Background: an optimization exercise with open tools, aiming at small area. Do not read the settings as production practice.
Only simulation tests tie the RTL to the original design; equivalence was not proved.
Power is estimated from default activity; no workload was simulated.

$ cat design/flow/design.v
`default_nettype none
package mips_pkg;
  localparam int DATA_W_DEF = 32;
  localparam int ADDR_W_DEF = 5;
  typedef logic [ADDR_W_DEF-1:0] reg_idx_t;
  localparam reg_idx_t REG_ZERO = 5'd0;
endpackage
`default_nettype wire
`default_nettype none
module wb_mux
#(
  parameter int DATA_W = mips_pkg::DATA_W_DEF
) (
  input  logic              memtoreg,
  input  logic [DATA_W-1:0] read_data,
  input  logic [DATA_W-1:0] alu_result,
  output logic [DATA_W-1:0] wb_data
);
  always_comb begin
    wb_data = memtoreg ? read_data : alu_result;
  end
endmodule
`default_nettype wire
`default_nettype none
module wb_regfile
#(
  parameter int DATA_W = mips_pkg::DATA_W_DEF,
  parameter int ADDR_W = mips_pkg::ADDR_W_DEF,
  parameter bit BYPASS = 1'b1
) (
  input  logic              clock,
  input  logic              reset,
  input  logic              memtoreg,
  input  logic              regwrite,
  input  logic [DATA_W-1:0] read_data,
  input  logic [DATA_W-1:0] alu_result,
  input  logic [ADDR_W-1:0] write_reg,
  input  logic [ADDR_W-1:0] rs_addr,
  input  logic [ADDR_W-1:0] rt_addr,
  output logic [DATA_W-1:0] rs_data,
  output logic [DATA_W-1:0] rt_data,
  output logic [DATA_W-1:0] wb_data,
  output logic              wb_valid,
  input  logic [ADDR_W-1:0] dbg_addr,
  output logic [DATA_W-1:0] dbg_data,
  output logic [31:0]       commit_count
);
  localparam int NUM_REGS = 2 ** ADDR_W;
  localparam logic [ADDR_W-1:0] ZERO_IDX = ADDR_W'(mips_pkg::REG_ZERO);
  logic [NUM_REGS-1:1][DATA_W-1:0] regs;
  logic [NUM_REGS-1:1]             wr_hit;    
  logic [NUM_REGS-1:1]             row_en;    
  logic [DATA_W-1:0]               row_d;     
  logic [31:0]                     commit_count_q;
  logic                            commit;
  wb_mux #(
    .DATA_W (DATA_W)
  ) u_wb_mux (
    .memtoreg   (memtoreg),
    .read_data  (read_data),
    .alu_result (alu_result),
    .wb_data    (wb_data)
  );
  always_comb begin
    wb_valid = regwrite && (write_reg != ZERO_IDX);
    commit   = wb_valid && !reset;
  end
  always_comb begin
    for (int i = 1; i < NUM_REGS; i++) begin
      wr_hit[i] = regwrite && (write_reg == ADDR_W'(i));
      row_en[i] = reset || wr_hit[i];
    end
    row_d = reset ? '0 : wb_data;
  end
  for (genvar i = 1; i < NUM_REGS; i++) begin : g_row
    always_ff @(posedge clock) begin
      if (row_en[i]) begin
        regs[i] <= row_d;
      end
    end
  end
  always_ff @(posedge clock) begin
    if (reset) begin
      commit_count_q <= '0;
    end else if (commit) begin
      commit_count_q <= commit_count_q + 32'd1;
    end
  end
  assign commit_count = commit_count_q;
  logic [NUM_REGS-1:1] rs_sel, rt_sel, dbg_sel;
  logic                rs_byp, rt_byp;
  always_comb begin
    for (int i = 1; i < NUM_REGS; i++) begin
      rs_sel[i]  = (rs_addr == ADDR_W'(i)) && !(BYPASS && wr_hit[i]);
      rt_sel[i]  = (rt_addr == ADDR_W'(i)) && !(BYPASS && wr_hit[i]);
      dbg_sel[i] = (dbg_addr == ADDR_W'(i));
    end
    rs_byp = BYPASS && wb_valid && (rs_addr == write_reg);
    rt_byp = BYPASS && wb_valid && (rt_addr == write_reg);
  end
  logic [NUM_REGS-1:0][DATA_W-1:0] rd_row;
  logic [NUM_REGS-1:0]             rs_row_sel, rt_row_sel, dbg_row_sel;
  always_comb begin
    rd_row[0]      = wb_data;
    rs_row_sel[0]  = rs_byp;
    rt_row_sel[0]  = rt_byp;
    dbg_row_sel[0] = 1'b0;
    for (int i = 1; i < NUM_REGS; i++) begin
      rd_row[i]      = regs[i];
      rs_row_sel[i]  = rs_sel[i];
      rt_row_sel[i]  = rt_sel[i];
      dbg_row_sel[i] = dbg_sel[i];
    end
  end
  rf_read_port #(.DATA_W(DATA_W), .ROWS(NUM_REGS), .FIRST(0)) u_rs_read (
    .row (rd_row), .sel (rs_row_sel), .data (rs_data)
  );
  rf_read_port #(.DATA_W(DATA_W), .ROWS(NUM_REGS), .FIRST(0)) u_rt_read (
    .row (rd_row), .sel (rt_row_sel), .data (rt_data)
  );
  rf_read_port #(.DATA_W(DATA_W), .ROWS(NUM_REGS), .FIRST(1)) u_dbg_read (
    .row (rd_row), .sel (dbg_row_sel), .data (dbg_data)
  );
endmodule
module rf_read_port #(
  parameter int DATA_W = 32,
  parameter int ROWS   = 32,
  parameter int FIRST  = 0
) (
  input  logic [ROWS-1:0][DATA_W-1:0] row,
  input  logic [ROWS-1:0]             sel,
  output logic [DATA_W-1:0]           data
);
  localparam int N      = ROWS - FIRST;
  localparam int GROUPS = (N + 2) / 3;
  logic [GROUPS-1:0][DATA_W-1:0] term_n;
  for (genvar g = 0; g < GROUPS; g++) begin : g_grp
    localparam int R = FIRST + 3 * g;
    localparam int K = (N - 3 * g >= 3) ? 3 : (N - 3 * g);
    for (genvar b = 0; b < DATA_W; b++) begin : g_bit
      if (K == 3) begin : g_3
        rf_aoi222 u_aoi (
          .a0 (row[R][b]),     .s0 (sel[R]),
          .a1 (row[R + 1][b]), .s1 (sel[R + 1]),
          .a2 (row[R + 2][b]), .s2 (sel[R + 2]),
          .y  (term_n[g][b])
        );
      end else if (K == 2) begin : g_2
        rf_aoi22 u_aoi (
          .a0 (row[R][b]),     .s0 (sel[R]),
          .a1 (row[R + 1][b]), .s1 (sel[R + 1]),
          .y  (term_n[g][b])
        );
      end else begin : g_1
        assign term_n[g][b] = !(row[R][b] && sel[R]);
      end
    end
  end
  always_comb begin
    data = '0;
    for (int g = 0; g < GROUPS; g++) begin
      data = data | ~term_n[g];
    end
  end
endmodule
module rf_aoi222 (
  input  logic a0, s0, a1, s1, a2, s2,
  output logic y
);
  assign y = !((a0 && s0) || (a1 && s1) || (a2 && s2));
endmodule
module rf_aoi22 (
  input  logic a0, s0, a1, s1,
  output logic y
);
  assign y = !((a0 && s0) || (a1 && s1));
endmodule
`default_nettype wire
$ cat design/flow/flow/run.sh
#!/bin/bash
# Standard ORFS layout, with the port buffers made of the smallest buffer,
# clock tree synthesis run with smaller clock buffers, larger sink clusters
# and without dummy loads, and global routing steered off met1/met2.
FLOWDIR=$(cd "$(dirname "$0")" && pwd)
bash standard.sh \
  BUFFER_PORTS_ARGS="-buffer_cell sky130_fd_sc_hd__buf_1" \
  CTS_ARGS="-sink_clustering_enable -repair_clock_nets -dont_use_dummy_load -buf_list sky130_fd_sc_hd__clkbuf_8 -sink_clustering_size 32 -sink_clustering_max_diameter 100" \
  FASTROUTE_TCL="$FLOWDIR/fastroute.tcl" \
  RECOVER_POWER=100 \
  finish > standard.log 2>&1
$ cat design/flow/flow/fastroute.tcl
# Global routing layers as the platform sets them, with less of met1 and met2
# offered to the global router so that more wiring goes to met3 and met4.
set_global_routing_layer_adjustment $::env(MIN_ROUTING_LAYER)-$::env(MAX_ROUTING_LAYER) 0.2
set_global_routing_layer_adjustment met1 0.6
set_global_routing_layer_adjustment met2 0.5

set_routing_layers -clock $::env(MIN_CLK_ROUTING_LAYER)-$::env(MAX_ROUTING_LAYER)
set_routing_layers -signal $::env(MIN_ROUTING_LAYER)-$::env(MAX_ROUTING_LAYER)
$ cat design/flow/standard.sh
#!/bin/bash
# synth_recipe.tcl (not shown) runs the flow's synth.tcl, then flattens the netlist and writes it again
# the make line also repeats each setting of config.mk as NAME=value (left out here)
make -C /OpenROAD-flow-scripts/flow DESIGN_CONFIG=/design/flow/config.mk WORK_HOME=/design/flow/orfs CLKGATE_MAP_FILE= SYNTH_SCRIPT=/design/flow/synth_recipe.tcl "${@:-finish}"
$ cat design/flow/config.mk
export PLATFORM = sky130hd
export DESIGN_NAME = wb_regfile
export DESIGN_NICKNAME = wb_regfile
export VERILOG_FILES = /design/flow/design.v
export SDC_FILE = /design/flow/constraint.sdc
export NUM_CORES = 4
export LEC_CHECK = 0
export CAP_MARGIN = 5
export CELL_PAD_IN_SITES_DETAIL_PLACEMENT = 1
export CELL_PAD_IN_SITES_GLOBAL_PLACEMENT = 1
export CORE_MARGIN = 2
export CORE_UTILIZATION = 50
export SLEW_MARGIN = 5
export SYNTH_HIERARCHICAL = 1
export SYNTH_MINIMUM_KEEP_SIZE = 0
$ cat design/flow/constraint.sdc
create_clock -name core_clock -period 6.0 [get_ports {clock}]
set_input_delay 1.2000 -clock core_clock [delete_from_list [all_inputs] [get_ports {clock}]]
set_output_delay 1.2000 -clock core_clock [all_outputs]
set_load 0.01 [all_outputs]
==> impl_metrics.env, run 1 <==
export IMPL_gp_congestion=1.12
export IMPL_first_global_vias=55200
export IMPL_grt_max_degree=51
export IMPL_cts_buffer_depth=3
export IMPL_cts_resized=0
export IMPL_grt_util_all_layers_pct=83.5
export IMPL_die_y_um=308
export IMPL_syn_area_um2=46300
export IMPL_status="stopped before the end"
export IMPL_first_error="[ERROR GRT-0116] Global routing finished with congestion. Check the congestion regions in the DRC Viewer."
export IMPL_cts_htree_levels=2
export IMPL_numCtsBuffers=41
export IMPL_start_util_pct=50.5
export IMPL_post_cts_buffers=0
export IMPL_grt_pass1_wl_mm=402
export IMPL_synthCells=2917
export IMPL_clock_sinks=1024
export IMPL_grt_ovfl_total=25
export IMPL_syn_avg_cell_area_um2=15.9
export IMPL_cts_hold_buf=0
export IMPL_ys_warn_count=10
export IMPL_row_count=111
export IMPL_stop_stage="5_1_grt"
export IMPL_syn_nets=3006
export IMPL_cts_root_buf="clkbuf_8"
export IMPL_die_w_um=308
export IMPL_dp_hpwl_mm=152
export IMPL_port_buffers=248
export IMPL_io_pins=249
worst min-delay path by stage:
stage / from / slack [ns] / cells after the start / end
2_1_floorplan: commit_count_q[31]$_SDFFE_PP0P_ / 0.48 / 1 / commit_count_q[31]$_SDFFE_PP0P_
3_3_place_gp: commit_count_q[31]$_SDFFE_PP0P_ / 0.45 / 1 / commit_count_q[31]$_SDFFE_PP0P_
3_5_place_dp: commit_count_q[31]$_SDFFE_PP0P_ / 0.46 / 1 / commit_count_q[31]$_SDFFE_PP0P_
4_1_cts: commit_count_q[31]$_SDFFE_PP0P_ / 0.48 / 1 / commit_count_q[31]$_SDFFE_PP0P_
routing by layer:
layer	GRT overflow	track usage, %
met3	10	81.6
met5	1	61.7
met4	6	78.1
met1	2	85.1
met2	6	92.0
power by group through the flow:
stage / combinational (W) / clock [W] / sequential, W
4_1_cts: 0.00171 / 0.00271 / 0.00912
3_5_place_dp: 0.00170 / 0 / 0.00929
3_3_place_gp: 0.00167 / 0 / 0.00923
2_1_floorplan: 0.000796 / 0 / 0.00912
stage by stage:
stage / cell area (um^2) / hold slack (ns) / std cells / utilization [%] / setup slack, ns
after global placement: 51500 / 0.453 / 4544 / 56.2 / 0.545
after CTS: 52000 / 0.481 / 4585 / 56.8 / 0.394
after detailed placement: 51500 / 0.461 / 4544 / 56.2 / 0.403
after floorplan: 46300 / 0.484 / 2917 / - / 0.0733
==> run 2, diff against run 1 <==
==> design/flow/flow/run.sh (replaced) <==
#!/bin/bash
# Standard ORFS layout, with the port buffers made of the smallest buffer,
# clock tree synthesis run without dummy loads, and global routing steered
# off met1/met2.
FLOWDIR=$(cd "$(dirname "$0")" && pwd)
bash standard.sh \
  BUFFER_PORTS_ARGS="-buffer_cell sky130_fd_sc_hd__buf_1" \
  CTS_ARGS="-sink_clustering_enable -repair_clock_nets -dont_use_dummy_load" \
  FASTROUTE_TCL="$FLOWDIR/fastroute.tcl" \
  finish > standard.log 2>&1
==> design/flow/config.mk (replaced) <==
export PLATFORM = sky130hd
export DESIGN_NAME = wb_regfile
export DESIGN_NICKNAME = wb_regfile
export VERILOG_FILES = /design/flow/design.v
export SDC_FILE = /design/flow/constraint.sdc
export NUM_CORES = 4
export LEC_CHECK = 0
export CAP_MARGIN = 10
export CELL_PAD_IN_SITES_DETAIL_PLACEMENT = 1
export CELL_PAD_IN_SITES_GLOBAL_PLACEMENT = 1
export CORE_MARGIN = 2
export CORE_UTILIZATION = 33
export SLEW_MARGIN = 10
export SYNTH_HIERARCHICAL = 1
export SYNTH_MINIMUM_KEEP_SIZE = 0
==> impl_metrics.env, run 2 <==
export IMPL_tightestPinTransition_ns=1.42
export IMPL_criticalPathCategory="in2out"
export IMPL_drive_gt1_share_pct=16.7
export IMPL_ys_warn_count=10
export IMPL_port_buffers=248
export IMPL_drt_iter0_drc=6603
export IMPL_final_common_cell="edfxtp_1"
export IMPL_powerDensity_nw_per_um2=308
export IMPL_drtAntennaViolNets=0
export IMPL_dp_cells=5215
export IMPL_cts_hold_buf=0
export IMPL_largest_reg_flops=992
export IMPL_cpLargestDelayFamily="simple AND/OR/NAND/NOR gates"
export IMPL_vias=42900
export IMPL_stdcell_count=5362
export IMPL_cts_htree_levels=3
export IMPL_core_area_um2=139000
export IMPL_final_cell_mix="edfxtp_1, a222oi_1, buf_1"
export IMPL_crit_top_cell="buf_1"
export IMPL_drv_cap=0
export IMPL_ir_worst_vdd_mv=0.231
export IMPL_clk_latency_ns=0.70
export IMPL_wl_per_cell_um=49.0
export IMPL_cts_resized=0
export IMPL_grt_util_all_layers_pct=51.8
export IMPL_largest_registers="regs x992, commit_count_q x32"
export IMPL_syn_area_um2=46300
export IMPL_worstPathArrival_ns=4.42
export IMPL_numCtsBuffers=112
export IMPL_required_ns=4.80
export IMPL_dieArea_um2=143000
export IMPL_clock_sinks=1024
export IMPL_worstPathCellList="buf_1 -> nand2b_1 -> or2_2 -> nor4_2 -> buf_4 -> a222oi_1 -> nand4_1 -> or3_1 -> buf_1"
export IMPL_finalCritPeriodShare_pct=93.7
export IMPL_skew_ns=0.0104
export IMPL_die_w_um=378
export IMPL_tns_ns=0
export IMPL_crit_path_end_kind="primary output"
export IMPL_drt_pre_antenna_iters=14
export IMPL_post_cts_buffers=0
export IMPL_dpl_worst_slack_ns=0.380
export IMPL_clock_fmax_mhz=178
export IMPL_crit_path_max_fanout=23
export IMPL_fin_area_um2=55000
export IMPL_hold_class="reg2reg"
export IMPL_max_slew_margin_pct=5.29
export IMPL_cts_buffer_depth=3
export IMPL_drv_slew=0
export IMPL_grt_ovfl_total=0
export IMPL_row_count=137
export IMPL_gp_congestion=1.06
export IMPL_syn_avg_cell_area_um2=15.9
export IMPL_syn_nets=3006
export IMPL_grt_pass1_wl_mm=362
export IMPL_die_y_um=378
export IMPL_cts_tree="built"
export IMPL_nets=3544
export IMPL_vias_per_cell=7.99
export IMPL_hold_viol_final=0
export IMPL_first_global_vias=48200
export IMPL_rsz0062_at_grt="no"
export IMPL_cp_start_kind="primary input"
export IMPL_power_leakage_nw=17.3
export IMPL_top_register="regs"
export IMPL_start_util_pct=33.2
export IMPL_synthCells=2917
export IMPL_io_pins=249
export IMPL_antenna_found_initial=47
export IMPL_setup_ws_ns=0.381
export IMPL_dp_hpwl_mm=148
export IMPL_max_stage_delay_ns=0.60
export IMPL_p_total_w=0.0169
export IMPL_setup_viol=0
export IMPL_syn2layout_area_growth_pct=18.9
export IMPL_detailed_place_area_um2=52100
export IMPL_critPathBufInv=3
export IMPL_status="finished clean"
export IMPL_route_detailed_drc=0
export IMPL_fin_crit_ns=5.62
export IMPL_slowest_stage="buf_4"
export IMPL_cts_root_buf="clkbuf_16"
export IMPL_grt_max_degree=33
export IMPL_drt_total_wl_mm=263
export IMPL_cts_clk_slew_worst_paths_ns=0.06
==> run 2: path summary, 6_finish.rpt <==
kind                                         from                              end  slack [ns]  cells after the start
hold / removal    commit_count_q[31]$_SDFFE_PP0P_  commit_count_q[31]$_SDFFE_PP0P_        0.47                      1
setup reg to reg   commit_count_q[4]$_SDFFE_PP0P_  commit_count_q[27]$_SDFFE_PP0P_        3.49                      4
hold reg to reg   commit_count_q[31]$_SDFFE_PP0P_  commit_count_q[31]$_SDFFE_PP0P_        0.47                      1
setup / recovery                       rt_addr[1]                      rt_data[28]        0.38                      9
==> run 2: layer usage <==
metal / routed length, um / GRT usage (%)
met4: 30200 / 44.3
met2: 92100 / 63.0
met1: 77100 / 57.3
met3: 61200 / 47.7
met5: 2250 / 18.9
==> run 2: report_power, final <==
group,internal [W],total [W],switching (W)
sequential,0.00862,0.00916,0.000542
combinational,0.000465,0.00182,0.00135
clock,0.00323,0.00594,0.00271
total,0.0123,0.0169,0.00460
==> run 2: layout make-up <==
| class | instances | area (um^2) |
|---|---|---|
| well taps | 1876 | 2350 |
| multi-input cells | 1832 | 16400 |
| repair buffers | 476 | 2870 |
| flip-flops and latches | 1024 | 30400 |
| diodes | 33 | 82.6 |
| clock buffers | 112 | 2800 |
| fillers | 14100 | 84400 |
| inverters | 9 | 33.8 |
==> run 2: through the flow <==
stage,utilization (%),hold WS [ns]
CTS,39.4,0.474
floorplan,-,0.484
finish,39.5,0.467
detailed placement,37.4,0.465
global route,39.4,0.503
global placement,37.4,0.448
==> run 3, diff against run 2 <==
==> design/flow/flow/run.sh (replaced) <==
#!/bin/bash
# Standard ORFS layout, with clock tree synthesis run without dummy loads,
# and global routing steered off met1/met2.
FLOWDIR=$(cd "$(dirname "$0")" && pwd)
bash standard.sh \
  CTS_ARGS="-sink_clustering_enable -repair_clock_nets -dont_use_dummy_load" \
  FASTROUTE_TCL="$FLOWDIR/fastroute.tcl" \
  finish > standard.log 2>&1
==> impl_metrics.env, run 3 <==
export IMPL_slowest_stage="nor2_4"
export IMPL_max_slew_margin_pct=11.4
export IMPL_first_global_vias=49500
export IMPL_drt_iter0_drc=6611
export IMPL_drive_gt1_share_pct=19.6
export IMPL_dp_hpwl_mm=164
export IMPL_route_detailed_drc=0
export IMPL_nets=3649
export IMPL_crit_top_cell="clkdlybuf4s50_1"
export IMPL_required_ns=4.80
export IMPL_worstPathArrival_ns=4.87
export IMPL_clock_fmax_mhz=165
export IMPL_min_from="commit_count_q[14]$_SDFFE_PP0P_"
export IMPL_die_w_um=378
export IMPL_grt_max_degree=36
export IMPL_drtAntennaViolNets=0
export IMPL_wl_per_cell_um=51.0
export IMPL_fin_crit_ns=6.07
export IMPL_crit_path_max_fanout=13
export IMPL_syn_avg_cell_area_um2=15.9
export IMPL_final_cell_mix="edfxtp_1, a222oi_1, clkdlybuf4s50_1"
export IMPL_drv_cap=0
export IMPL_synthCells=2917
export IMPL_gp_congestion=1.07
export IMPL_r2r_slack_ns=3.51
export IMPL_largest_registers="regs x992, commit_count_q x32"
export IMPL_status="finished with violations"
export IMPL_cts_hold_buf=0
export IMPL_clock_sinks=1024
export IMPL_detailed_place_area_um2=55200
export IMPL_syn2layout_area_growth_pct=26.6
export IMPL_io_pins=249
export IMPL_cts_root_buf="clkbuf_16"
export IMPL_violatedChecks="negative setup slack"
export IMPL_crit_path_end_kind="primary output"
export IMPL_port_buffers=248
export IMPL_setup_ws_ns=-0.0716
export IMPL_finalCritPeriodShare_pct=101
export IMPL_dieArea_um2=143000
export IMPL_skew_ns=0.0283
export IMPL_vias_per_cell=8.03
export IMPL_start_util_pct=33.2
export IMPL_final_util_pct=42.0
export IMPL_reg2reg_from="commit_count_q[3]$_SDFFE_PP0P_"
export IMPL_largest_reg_flops=992
export IMPL_drt_pre_antenna_iters=12
export IMPL_cpLargestDelayFamily="simple AND/OR/NAND/NOR gates"
export IMPL_ir_worst_vdd_mv=0.230
export IMPL_cts_buffer_depth=3
export IMPL_powerDensity_nw_per_um2=297
export IMPL_grt_pass1_wl_mm=383
export IMPL_grt_util_all_layers_pct=55.0
export IMPL_p_seq_share_pct=52.8
export IMPL_p_sw_w=0.00479
export IMPL_syn_area_um2=46300
export IMPL_setup_viol=1
export IMPL_p_sw_share_pct=27.5
export IMPL_holdPathStages=2
export IMPL_hold_class="reg2reg"
export IMPL_multiInputGateArea_um2=16600
export IMPL_worstPathCellList="clkdlybuf4s50_1 -> or3_1 -> nor2_4 -> buf_4 -> a222oi_1 -> nand4_1 -> a2111o_1 -> clkdlybuf4s50_1"
export IMPL_register_area_um2=30400
export IMPL_die_y_um=378
export IMPL_syn_nets=3006
export IMPL_regToRegEndpoint="commit_count_q[27]$_SDFFE_PP0P_"
export IMPL_cts_htree_levels=3
export IMPL_hold_viol_final=0
export IMPL_max_stage_delay_ns=0.90
export IMPL_top_register="regs"
export IMPL_grt_ovfl_total=0
export IMPL_fin_area_um2=58600
export IMPL_criticalPathCategory="in2out"
export IMPL_comb_power_share_pct=12.6
export IMPL_clkPwrFrac_pct=34.6
export IMPL_numCtsBuffers=112
export IMPL_fill_cells=13800
export IMPL_cts_tree="built"
export IMPL_dpl_worst_slack_ns=-0.168
export IMPL_antenna_found_initial=41
export IMPL_stdcell_count=5480
export IMPL_dp_cells=5301
export IMPL_p_int_w=0.0126
export IMPL_vias=44000
export IMPL_power_leakage_nw=18.8
export IMPL_tightestPinTransition_ns=1.32
export IMPL_hold_end="commit_count_q[14]$_SDFFE_PP0P_"
export IMPL_worstRegToRegCells=4
export IMPL_drv_slew=0
export IMPL_row_count=137
export IMPL_cts_clk_slew_worst_paths_ns=0.05
export IMPL_final_common_cell="edfxtp_1"
export IMPL_cp_start_kind="primary input"
export IMPL_critPathBufInv=3
export IMPL_drt_total_wl_mm=280
export IMPL_ys_warn_count=10
export IMPL_clk_latency_ns=0.74
export IMPL_core_area_um2=139000
run 3: power groups by stage:
stage | sequential [W] | combinational [W] | clock [W]
floorplan | 0.00912 | 0.000796 | 0
global route | 0.00925 | 0.00227 | 0.00628
finish | 0.00919 | 0.00220 | 0.00602
CTS | 0.00915 | 0.00206 | 0.00602
global placement | 0.00927 | 0.00204 | 0
detailed placement | 0.00929 | 0.00205 | 0
run 3: cell type report:
cell class | count | area share [%]
Inverter | 9 | 0.0577
Multi-Input combinational cell | 1832 | 28.3
Timing Repair Buffer | 581 | 10.7
Tap cell | 1876 | 4.01
Antenna cell | 46 | 0.197
Clock buffer | 112 | 4.79
Sequential cell | 1024 | 52.0
run 3: how the worst max path moves through the flow:
stage                 start            to  slack (ns)  cells after the start
2_1_floorplan    rt_addr[1]   rt_data[30]        0.07                      7
4_1_cts            regwrite   rs_data[29]        0.06                     12
6_report        dbg_addr[0]  dbg_data[14]       -0.07                      8
5_1_grt         dbg_addr[0]  dbg_data[14]       -0.02                      8
3_3_place_gp   write_reg[1]   rt_data[28]       -0.12                     11
3_5_place_dp   write_reg[1]    rt_data[2]       -0.17                     11
run 3: metrics by stage:
stage | power (W) | hold WS [ns] | setup TNS [ns]
3_3_place_gp | 0.0113 | 0.474 | -0.879
2_1_floorplan | 0.00992 | 0.484 | 0
6_report | 0.0174 | 0.496 | -0.0716
3_5_place_dp | 0.0113 | 0.497 | -1.87
5_1_grt | 0.0178 | 0.517 | -0.0153
4_1_cts | 0.0172 | 0.503 | 0
run 3: routing by layer:
metal	part of all wire (%)	global-route usage, %	wire length [um]
met5	1.1	24.4	2960
met4	11	47.3	31500
met3	24	50.9	65800
met2	35	66.2	98200
met1	29	60.6	81000
run 3: tightest hold or removal path: stages (launching register included):
cell and delay [ns]:
dfxtp_1 0.32, o31ai_1 0.07, a21oi_1 0.05
run 3: repair_timing:
item | in CTS | in global routing
pin swaps | 4 | 13
setup buffers | 4 | 12
resized for setup | 2 | 28
setup endpoints to repair | 30 | 52
==> run 4, diff against run 3 <==
==> design/flow/flow/run.sh (replaced) <==
#!/bin/bash
# Standard ORFS layout, with the port buffers made of the smallest buffer,
# clock tree synthesis run without dummy loads and with larger sink clusters, and global routing steered
# off met1/met2.
FLOWDIR=$(cd "$(dirname "$0")" && pwd)
bash standard.sh \
  BUFFER_PORTS_ARGS="-buffer_cell sky130_fd_sc_hd__buf_1" \
  CTS_ARGS="-sink_clustering_enable -repair_clock_nets -dont_use_dummy_load -buf_list sky130_fd_sc_hd__clkbuf_16 -sink_clustering_size 16 -sink_clustering_max_diameter 80" \
  FASTROUTE_TCL="$FLOWDIR/fastroute.tcl" \
  finish > standard.log 2>&1
==> impl_metrics.env, run 4 <==
export IMPL_hold_class="reg2reg"
export IMPL_wl_met3_mm=59.9
export IMPL_required_ns=4.80
export IMPL_top_register="regs"
export IMPL_fin_crit_ns=5.63
export IMPL_cts_clk_slew_worst_paths_ns=0.06
export IMPL_clk_latency_ns=0.68
export IMPL_syn_nets=3006
export IMPL_numCtsBuffers=81
export IMPL_hold_viol_final=0
export IMPL_multiInputGateArea_um2=16400
export IMPL_start_util_pct=33.2
export IMPL_drv_cap=0
export IMPL_fin_area_um2=54200
export IMPL_rsz0062_at_grt="no"
export IMPL_dieArea_um2=143000
export IMPL_drt_pre_antenna_iters=14
export IMPL_final_util_pct=38.9
export IMPL_drtAntennaViolNets=0
export IMPL_reg2reg_from="commit_count_q[4]$_SDFFE_PP0P_"
export IMPL_die_y_um=378
export IMPL_tightestPinTransition_ns=1.33
export IMPL_fill_cells=14100
export IMPL_drv_slew=0
export IMPL_first_global_vias=48000
export IMPL_synthCells=2917
export IMPL_detailed_place_area_um2=52100
export IMPL_post_cts_buffers=0
export IMPL_p_sw_w=0.00444
export IMPL_skew_ns=0.0465
export IMPL_final_common_cell="edfxtp_1"
export IMPL_syn_avg_cell_area_um2=15.9
export IMPL_wl_per_cell_um=49.2
export IMPL_core_area_um2=139000
export IMPL_worstPathArrival_ns=4.43
export IMPL_max_slew_margin_pct=11.2
export IMPL_wl_met2_mm=93.9
export IMPL_drive_gt1_share_pct=16.0
export IMPL_drt_total_wl_mm=262
export IMPL_ys_warn_count=10
export IMPL_vias=42500
export IMPL_cts_root_buf="clkbuf_16"
export IMPL_syn2layout_area_growth_pct=17.3
export IMPL_route_detailed_drc=0
export IMPL_cts_hold_buf=0
export IMPL_grt_ovfl_total=0
export IMPL_tns_ns=0
export IMPL_setup_viol=0
export IMPL_crit_path_end_kind="primary output"
export IMPL_cts_buffer_depth=3
export IMPL_gp_congestion=1.06
export IMPL_port_buffers=248
export IMPL_wl_met1_mm=77.6
export IMPL_largest_registers="regs x992, commit_count_q x32"
export IMPL_crit_path_max_fanout=23
export IMPL_die_w_um=378
export IMPL_row_count=137
export IMPL_ir_worst_vdd_mv=0.243
export IMPL_drt_iter0_drc=6566
export IMPL_cts_htree_levels=3
export IMPL_final_cell_mix="edfxtp_1, a222oi_1, buf_1"
export IMPL_vias_per_cell=7.98
export IMPL_clock_fmax_mhz=178
export IMPL_register_area_um2=30400
export IMPL_min_from="commit_count_q[31]$_SDFFE_PP0P_"
export IMPL_finalCritPeriodShare_pct=93.9
export IMPL_grt_max_degree=33
export IMPL_dp_hpwl_mm=148
export IMPL_comb_power_share_pct=11.4
export IMPL_p_sw_share_pct=27.9
export IMPL_cp_start_kind="primary input"
export IMPL_grt_util_all_layers_pct=51.5
export IMPL_criticalPathCategory="in2out"
export IMPL_p_seq_share_pct=57.6
export IMPL_p_int_w=0.0114
export IMPL_nets=3515
export IMPL_cp_startpoint="rt_addr[1]"
export IMPL_cts_tree="built"
export IMPL_power_leakage_nw=17.0
export IMPL_io_pins=249
export IMPL_antenna_found_initial=28
export IMPL_top_layer_used="met5"
export IMPL_powerDensity_nw_per_um2=293
export IMPL_clkPwrFrac_pct=31.0
export IMPL_status="finished clean"
export IMPL_grt_pass1_wl_mm=359
export IMPL_largest_reg_flops=992
export IMPL_cts_resized=0
export IMPL_syn_area_um2=46300
export IMPL_clock_sinks=1024
-- run 4: cell count changes in the layout (fill, tap and decap cells not counted), moves of 7 or more --
cell             previous run  this run
clkdlybuf4s50_1           241         0
clkbuf_16                 112        81
diode_2                    46        21
buf_1                       0       246
buf_12                    103        18
buf_4                     230       210
nor2_1                     37        44
-- run 4: through the flow --
step                      power (W)  hold WS, ns  std cells  worst slack, ns
after floorplan             0.00992        0.484       2917           0.0733
after global placement       0.0109        0.448       5215            0.495
after detailed placement     0.0110        0.465       5215            0.380
after CTS                    0.0158        0.475       5296            0.356
after global routing         0.0163        0.504       5307            0.299
final                        0.0159        0.469       5321            0.366
-- run 4: worst max-delay path: stages --
cell and delay [ns]:
buf_1 0.42, nand2b_1 0.34, or2_2 0.43, nor4_2 0.49, buf_4 0.61, a222oi_1 0.22
nand4_1 0.12, or3_1 0.33, buf_1 0.20
-- run 4: final timing paths --
kind | endpoint | slack, ns | cells past startpoint
worst max-delay path | rt_data[28] | 0.37 | 9
worst max register to register | commit_count_q[27]$_SDFFE_PP0P_ | 3.51 | 4
worst min-delay path | commit_count_q[31]$_SDFFE_PP0P_ | 0.47 | 1
worst min register to register | commit_count_q[31]$_SDFFE_PP0P_ | 0.47 | 1
-- run 4: area by class of cell --
class | instances | share of cell area [%]
diodes | 21 | 0.0969
clock buffers | 81 | 3.74
inverters | 9 | 0.0623
multi-input cells | 1832 | 30.3
flip-flops and latches | 1024 | 56.1
well taps | 1876 | 4.33
repair buffers | 478 | 5.37
-- run 4: routing by layer --
metal  up-vias  track usage [%]
li1      15700                -
met1     20000             58.2
met2      4916             62.7
met5         -             19.9
met3      1720             46.7
met4        92             43.8
-- run 4: power groups by stage --
stage               Combinational [W]  Clock [W]  Sequential (W)
floorplan                    0.000796          0         0.00912
global placement              0.00171          0         0.00924
detailed placement            0.00172          0         0.00927
CTS                           0.00173    0.00497         0.00911
global route                  0.00190    0.00519         0.00921
finish                        0.00182    0.00492         0.00914

==> re-timing with driven ports <==
The flow's constraints put no driver on any port. The routed layouts listed below were extracted and timed again, unchanged, in two steps.
Step 1 (the two cells are an assumption about what drives the block):
set clk [get_ports {clock}]
set_driving_cell -lib_cell sky130_fd_sc_hd__clkbuf_16 $clk
set_driving_cell -lib_cell sky130_fd_sc_hd__buf_2 [delete_from_list [all_inputs] $clk]
Step 2, shift: input delay + t, output delay - t, t = (earliest + latest rising clock arrival at the registers) / 2. This alone moves slack from input paths to output paths.
Three values: ideal ports, drivers, drivers and shift; two values: the first two.
| run | shift t [ns] | setup slack, ns | clock arrival spread, ns | pins driven straight from the clock port |
|---|---|---|---|---|
| run 2 | 0.819 | 0.381 / 0.312 / 0.312 | 0.110 / 0.110 | 1 |
| run 3 | 0.842 | -0.072 / -0.098 / -0.098 | 0.119 / 0.118 | 1 |
| run 4 | 0.774 | 0.366 / 0.294 / 0.294 | 0.114 / 0.114 | 1 |
The setup slack of run 4, which loses most, moves by -0.072 ns with the drivers and by -0.072 ns with both steps.
